Context: an optimization exercise on an open-source flow, tuned for small area. The choices shown serve that exercise and are no tape-out recipe. RTL that was checked went through simulation tests only; none was proved equivalent to the original. Power figures rest on the tool's default switching activity, not on a simulated workload.

## P
## ofm_maxpool_rx
module ofm_maxpool_rx #(
    parameter int unsigned DW = ofm_maxpool_rx_pkg::OFM_DW,
    parameter int unsigned N  = ofm_maxpool_rx_pkg::OFM_N
) (
    input  logic          clk,
    input  logic          rst,
    input  logic          in_valid,
    input  logic [DW-1:0] In_OFM,
    output logic          busy,
    output logic          overrun,
    output logic          out_valid,
    output logic [DW-1:0] Out_Pool
);
==> module ofm_maxpool_rx, before the edit <==
module ofm_maxpool_rx #(
    parameter int unsigned DW = ofm_maxpool_rx_pkg::OFM_DW,
    parameter int unsigned N  = ofm_maxpool_rx_pkg::OFM_N
) (
    input  logic          clk,
    input  logic          rst,
    input  logic          in_valid,
    input  logic [DW-1:0] In_OFM,
    output logic          busy,
    output logic          overrun,
    output logic          out_valid,
    output logic [DW-1:0] Out_Pool
);
    localparam int unsigned PN    = N - 1;
    localparam int unsigned NS    = PN * PN;
    localparam int unsigned IDX_W = $clog2(N);
    logic               r_pool;
    logic [IDX_W-1:0]   r_row, r_col;
    logic               r_busy, r_overrun, r_out_valid;
    logic [DW-1:0]      r_out_pool;
    logic [DW-1:0]      q [NS+1];
    logic w_pool_last, w_col0, w_col_end, w_row_end;
    logic w_shift, w_rot;
    logic w_s_gt_q0, w_h_gt_qp;
    logic [DW-1:0] w_h;
    function automatic logic f_gt(input logic [DW-1:0] a, input logic [DW-1:0] b);
        logic g;
        g = 1'b0;
        for (int i = 0; i < DW; i++)
            g = (a[i] & ~b[i]) | (~(~a[i] & b[i]) & g);
        f_gt = g;
    endfunction
    assign w_col0      = (r_col == '0);
    assign w_col_end   = (r_col == IDX_W'(PN));
    assign w_row_end   = (r_row == IDX_W'(PN));
    assign w_pool_last = r_pool && (r_row == '0) && w_col0;
    assign w_shift = r_pool || (in_valid && !w_col0 && !w_row_end);
    assign w_rot   = in_valid && !w_col0 && w_row_end;
    assign w_s_gt_q0 = f_gt(In_OFM, q[0]);
    assign w_h       = w_s_gt_q0 ? In_OFM : q[0];
    assign w_h_gt_qp = f_gt(w_h, ~q[PN]);
    always_ff @(posedge clk) begin
        if (in_valid)
            q[0] <= In_OFM;
        if (w_shift || w_rot)
            q[1] <= (w_rot && !w_h_gt_qp) ? q[PN] : ~w_h;
        for (int i = 2; i <= PN; i++)
            if (w_shift || w_rot)
                q[i] <= q[i-1];
        if (w_shift)
            q[PN+1] <= (!r_pool && w_h_gt_qp) ? ~w_h : q[PN];
        for (int i = PN + 2; i <= NS; i++)
            if (w_shift)
                q[i] <= q[i-1];
    end
    always_ff @(posedge clk) begin
        if (rst) begin
            r_pool      <= 1'b0;
            r_row       <= '0;
            r_col       <= '0;
            r_busy      <= 1'b0;
            r_overrun   <= 1'b0;
            r_out_valid <= 1'b0;
            r_out_pool  <= '0;
        end else begin
            if (r_pool) begin
                if (w_pool_last) begin
                    r_pool <= 1'b0;
                    if (in_valid) r_col <= IDX_W'(1);
                end else if (r_col == IDX_W'(PN - 1)) begin
                    r_col <= '0;
                    r_row <= (r_row == IDX_W'(PN - 1)) ? '0 : r_row + 1'b1;
                end else begin
                    r_col <= r_col + 1'b1;
                end
            end else if (in_valid) begin
                if (w_col_end) begin
                    r_col <= '0;
                    if (w_row_end) begin
                        r_row  <= '0;
                        r_col  <= IDX_W'(1);
                        r_pool <= 1'b1;
                    end else begin
                        r_row <= r_row + 1'b1;
                    end
                end else begin
                    r_col <= r_col + 1'b1;
                end
            end
            r_busy      <= r_pool && !w_pool_last;
            r_overrun   <= r_pool && !w_pool_last && in_valid;
            r_out_valid <= r_pool;
            r_out_pool  <= r_pool ? ~q[NS] : '0;
        end
    end
    assign busy      = r_busy;
    assign overrun   = r_overrun;
    assign out_valid = r_out_valid;
    assign Out_Pool  = r_out_pool;
endmodule
clock: 10.0 ns
lec_check: 0
abc_area: 1
cap_margin: 20
core_margin: 2
core_utilization: 60
cts_buf_list: sky130_fd_sc_hd__clkbuf_8
cts_cluster_diameter: 80
cts_cluster_size: 20
slew_margin: 20
run.sh (not shown) runs the stock make flow with config.mk's settings and CLKGATE_MAP_FILE= SYNTH_SCRIPT=/design/flow/synth_recipe.tcl, a recipe that flattens the netlist after the stock synthesis.
#### Input delta (Q over P)
diff --git a/flow/design.v b/flow/design.v
--- a/flow/design.v
+++ b/flow/design.v
@@ -57,7 +57,7 @@
         logic g;
         g = 1'b0;
         for (int i = 0; i < DW; i++)
-            g = (a[i] & ~b[i]) | (~(~a[i] & b[i]) & g);
+            g = (a[i] & ~b[i]) | (a[i] & g) | (~b[i] & g);
         f_gt = g;
     endfunction
     assign w_col0      = (r_col == '0);
==> summary.txt <==
Against P, total non-filler cell area in the finished layout in Q came out better.
Summary of Q over P: minimum setup slack in the final design rose by 0.56 ns; total power draw fell by about 2%; global-route usage stayed essentially flat.
Total number of cells along the worst setup path: Q vs P down 9
Across both runs, synthesized cell count was lower for Q than for P.
When Q is measured against P, its die outline area turns out about 0.5% lower.
Diff P -> Q | area after synthesis | down slightly
For the sequential share of layout area, Q came in 0.46 points higher than P did.
The RTL of Q was laid out without a check of its function.


== before ==
The RTL this note starts from:
==> flow/design.v <==
package ofm_maxpool_rx_pkg;
    localparam int unsigned OFM_DW   = 36;
    localparam int unsigned OFM_N    = 5;
    localparam int unsigned NSQ      = OFM_N * OFM_N;
    localparam int unsigned PN       = OFM_N - 1;
    localparam int unsigned PNSQ     = PN * PN;
    localparam int unsigned WR_CNT_W = $clog2(NSQ);
    typedef enum logic [1:0] {
        S_IDLE    = 2'd0,
        S_CAPTURE = 2'd1,
        S_POOL    = 2'd2
    } state_t;
endpackage
module ofm_maxpool_rx_max4 #(
    parameter int unsigned DW = 36
) (
    input  logic [DW-1:0] i_a,
    input  logic [DW-1:0] i_b,
    input  logic [DW-1:0] i_c,
    input  logic [DW-1:0] i_d,
    output logic [DW-1:0] o_max
);
    logic [DW-1:0] w_ab;
    logic [DW-1:0] w_cd;
    always_comb begin
        w_ab  = (i_a >= i_b) ? i_a : i_b;
        w_cd  = (i_c >= i_d) ? i_c : i_d;
        o_max = (w_ab >= w_cd) ? w_ab : w_cd;
    end
endmodule
module ofm_maxpool_rx #(
    parameter int unsigned DW = ofm_maxpool_rx_pkg::OFM_DW,
    parameter int unsigned N  = ofm_maxpool_rx_pkg::OFM_N
) (
    input  logic          clk,
    input  logic          rst,
    input  logic          in_valid,
    input  logic [DW-1:0] In_OFM,
    output logic          busy,
    output logic          overrun,
    output logic          out_valid,
    output logic [DW-1:0] Out_Pool
);
    localparam int unsigned PN    = N - 1;
    localparam int unsigned NS    = PN * PN;
    localparam int unsigned IDX_W = $clog2(N);
    logic               r_pool;
    logic [IDX_W-1:0]   r_row, r_col;
    logic               r_busy, r_overrun, r_out_valid;
    logic [DW-1:0]      r_out_pool;
    logic [DW-1:0]      qn [NS];       
    logic w_pool_last, w_col0, w_col_end, w_row_end;
    logic w_shift, w_rot, w_fold_end, w_fold_prev;
    logic w_s_gt_q0, w_s_gt_qt, w_h_gt_qp, w_take_s;
    logic [DW-1:0] w_hn;
    function automatic logic f_gt(input logic [DW-1:0] a, input logic [DW-1:0] bn);
        logic g;
        g = 1'b0;
        for (int i = 0; i < DW; i++)
            g = (a[i] & bn[i]) | (~(~a[i] & ~bn[i]) & g);
        f_gt = g;
    endfunction
    function automatic logic [IDX_W-1:0] f_inc(input logic [IDX_W-1:0] i);
        f_inc = '0;
        for (int k = 0; k < N - 1; k++)
            if (i == IDX_W'(k))
                f_inc = IDX_W'(k + 1);
    endfunction
    logic [IDX_W-1:0] w_row_inc, w_col_inc;
    assign w_row_inc   = f_inc(r_row);
    assign w_col_inc   = f_inc(r_col);
    assign w_col0      = (r_col == '0);
    assign w_col_end   = (r_col == IDX_W'(PN));
    assign w_row_end   = (r_row == IDX_W'(PN));
    assign w_pool_last = r_pool && (r_row == '0) && w_col0;
    assign w_shift     = r_pool || (in_valid && !w_col_end && !w_row_end);
    assign w_rot       = in_valid && w_row_end && !w_col_end;
    assign w_fold_end  = in_valid && w_col_end;
    assign w_fold_prev = !r_pool && !w_col0;
    assign w_s_gt_q0 = f_gt(In_OFM, qn[0]);
    assign w_s_gt_qt = f_gt(In_OFM, qn[PN-1]);
    assign w_take_s  = w_fold_prev && w_s_gt_q0;
    assign w_hn      = w_take_s ? ~In_OFM : qn[0];
    assign w_h_gt_qp = w_take_s ? f_gt(In_OFM, qn[PN]) : f_gt(~qn[0], qn[PN]);
    always_ff @(posedge clk) begin
        if (w_shift || w_rot || (w_fold_end && w_s_gt_q0))
            qn[0] <= (w_rot && !w_s_gt_qt) ? qn[PN-1] : ~In_OFM;
        if (w_shift || w_rot)
            qn[1] <= w_hn;
        for (int i = 2; i < PN; i++)
            if (w_shift || w_rot)
                qn[i] <= qn[i-1];
        if (w_shift || (w_fold_end && !w_row_end && w_h_gt_qp))
            qn[PN] <= w_shift ? qn[PN-1] : w_hn;
        if (w_shift)
            qn[PN+1] <= (w_fold_prev && w_h_gt_qp) ? w_hn : qn[PN];
        for (int i = PN + 2; i < NS; i++)
            if (w_shift)
                qn[i] <= qn[i-1];
    end
    always_ff @(posedge clk) begin
        if (rst) begin
            r_pool      <= 1'b0;
            r_row       <= '0;
            r_col       <= '0;
            r_busy      <= 1'b0;
            r_overrun   <= 1'b0;
            r_out_valid <= 1'b0;
            r_out_pool  <= '0;
        end else begin
            if (r_pool) begin
                if (w_pool_last) begin
                    r_pool <= 1'b0;
                    if (in_valid) r_col <= IDX_W'(1);
                end else if (r_col == IDX_W'(PN - 1)) begin
                    r_col <= '0;
                    r_row <= (r_row == IDX_W'(PN - 1)) ? '0 : w_row_inc;
                end else begin
                    r_col <= w_col_inc;
                end
            end else if (in_valid) begin
                if (w_col_end) begin
                    r_col <= '0;
                    if (w_row_end) begin
                        r_row  <= '0;
                        r_col  <= IDX_W'(1);
                        r_pool <= 1'b1;
                    end else begin
                        r_row <= w_row_inc;
                    end
                end else begin
                    r_col <= w_col_inc;
                end
            end
            r_busy      <= r_pool && !w_pool_last;
            r_overrun   <= r_pool && !w_pool_last && in_valid;
            r_out_valid <= r_pool;
            r_out_pool  <= r_pool ? ~qn[NS-1] : '0;
        end
    end
    assign busy      = r_busy;
    assign overrun   = r_overrun;
    assign out_valid = r_out_valid;
    assign Out_Pool  = r_out_pool;
endmodule
Settings: LEC_CHECK=0, ABC_AREA=1, CAP_MARGIN=20, CORE_MARGIN=2, CORE_UTILIZATION=60, CTS_BUF_LIST=sky130_fd_sc_hd__clkbuf_8, CTS_CLUSTER_DIAMETER=80, CTS_CLUSTER_SIZE=16, SLEW_MARGIN=20; clock period 10.0 ns.
standard.sh (not shown) runs the stock make flow with config.mk's settings and CLKGATE_MAP_FILE= SYNTH_SCRIPT=/design/flow/synth_recipe.tcl, a recipe that flattens the netlist after the stock synthesis.
==> flow/flow/run.sh <==
#!/bin/bash
# Own layout flow: the standard ORFS flow (standard.sh) with two changes.
#  - Synthesis is the standard flow's own script (synth_recipe.tcl), but the final ABC
#    technology mapping uses an area-oriented script (flow/area.abc) in
#    place of ORFS's abc_area.script. Registers are untouched (ABC maps
#    only the combinational logic).
#  - Port buffers are the smallest buffer cell (buf_1).
# Each tool's full output is in standard.log (make, yosys, openroad).
set -euo pipefail
W=$(pwd)
export FLOW_ABC_SCRIPT="$W/flow/area.abc"
export FLOW_SYNTH_TCL="$W/synth_recipe.tcl"
CTS_ARGS="-sink_clustering_enable -repair_clock_nets -sink_clustering_size 18 -sink_clustering_max_diameter 80 -buf_list sky130_fd_sc_hd__clkbuf_8 -dont_use_dummy_load"
bash standard.sh "SYNTH_SCRIPT=$W/flow/synth.tcl" "CTS_ARGS=$CTS_ARGS" \
    "BUFFER_PORTS_ARGS=-buffer_cell sky130_fd_sc_hd__buf_1" finish > standard.log 2>&1
==> flow/flow/area.abc <==
strash
dch -f
map -D 5000
topo
stime -c
buffer -c
upsize -c -D 5000
dnsize -c -D 5000
==> flow/flow/synth.tcl <==
# synth_recipe.tcl with one change: the abc call that maps the logic to
# cells runs flow/area.abc instead of the script ORFS passes with -script.
proc abc {args} {
  set i [lsearch -exact $args -script]
  if { $i >= 0 } { lset args [expr { $i + 1 }] $::env(FLOW_ABC_SCRIPT) }
  puts "abc wrapper: [join $args { }]"
  yosys abc {*}$args
}
source $::env(FLOW_SYNTH_TCL)
For after, these inputs were changed with respect to before:
-- flow/design.v --
<<< before, line 46
    localparam int unsigned IDX_W = $clog2(N);
    logic               r_pool;
    logic [IDX_W-1:0]   r_row, r_col;
    logic               r_busy, r_overrun, r_out_valid;
>>> after, line 46
    localparam int unsigned IDX_W = $clog2(N);
    logic               r_pool;
    logic               r_q0_gt_qp;    
    logic [IDX_W-1:0]   r_row, r_col;
    logic               r_busy, r_overrun, r_out_valid;
<<< before, line 82
    assign w_take_s  = w_fold_prev && w_s_gt_q0;
    assign w_hn      = w_take_s ? ~In_OFM : qn[0];
    assign w_h_gt_qp = w_take_s ? f_gt(In_OFM, qn[PN]) : f_gt(~qn[0], qn[PN]);
    always_ff @(posedge clk) begin
        if (w_shift || w_rot || (w_fold_end && w_s_gt_q0))
>>> after, line 83
    assign w_take_s  = w_fold_prev && w_s_gt_q0;
    assign w_hn      = w_take_s ? ~In_OFM : qn[0];
    assign w_h_gt_qp = w_take_s ? f_gt(In_OFM, qn[PN]) : r_q0_gt_qp;
    always_ff @(posedge clk) begin
        if (w_shift || w_rot || (w_fold_end && w_s_gt_q0))
<<< before, line 98
            if (w_shift)
                qn[i] <= qn[i-1];
    end
    always_ff @(posedge clk) begin
>>> after, line 99
            if (w_shift)
                qn[i] <= qn[i-1];
    end
    always_ff @(posedge clk) begin
        if (in_valid)
            r_q0_gt_qp <= w_s_gt_qt;
    end
    always_ff @(posedge clk) begin
Notes after the runs:
Looking at the reports, after completed the entire flow and the layout it produced met the timing, design-rule and antenna checks.
On flip-flop and latch count after synthesis, before and after are basically level.
Average instance area after synthesis ended up 1.5 um2 higher on after than on before.
before vs after, source of the critical timing path: In_OFM[1] vs In_OFM[2]
after ended with more flop-to-flop setup slack than before.
Compared with before, in after non-clock buffer count in the final layout grew by 1, sequential share of layout area rose by 1.8 points.

## what the ideal ports hide
In the flow no input, the clock included, has a driving cell. The finished layouts below were timed again as built, in two steps. Step 1 sets driving cells, clkbuf_16 on the clock port and buf_2 on the other inputs (assumed; they add their load-dependent delay and slew). Step 2 times the ports against the registers' clock, not the clock port: input delays grow and output delays shrink by t, the midpoint of the rising clock arrivals with the driver on. Slacks: ideal ports / drivers / drivers and shift; pairs: ideal ports / drivers.
run	t (ns)	slack for setup (ns)	latest minus earliest clock arrival (ns)	pins driven straight from the clock port
P	0.667	1.701 / 1.728 / 1.062	0.031 / 0.031	1
Q	0.659	2.264 / 2.273 / 1.614	0.026 / 0.026	1
before	0.651	2.408 / 2.439 / 1.788	0.035 / 0.035	1
after	0.631	2.602 / 2.629 / 1.997	0.039 / 0.039	1
After both steps every run listed still meets setup and hold. For Q, which loses most, drivers alone change the setup slack by +0.009 ns; drivers and shift together by -0.650 ns.
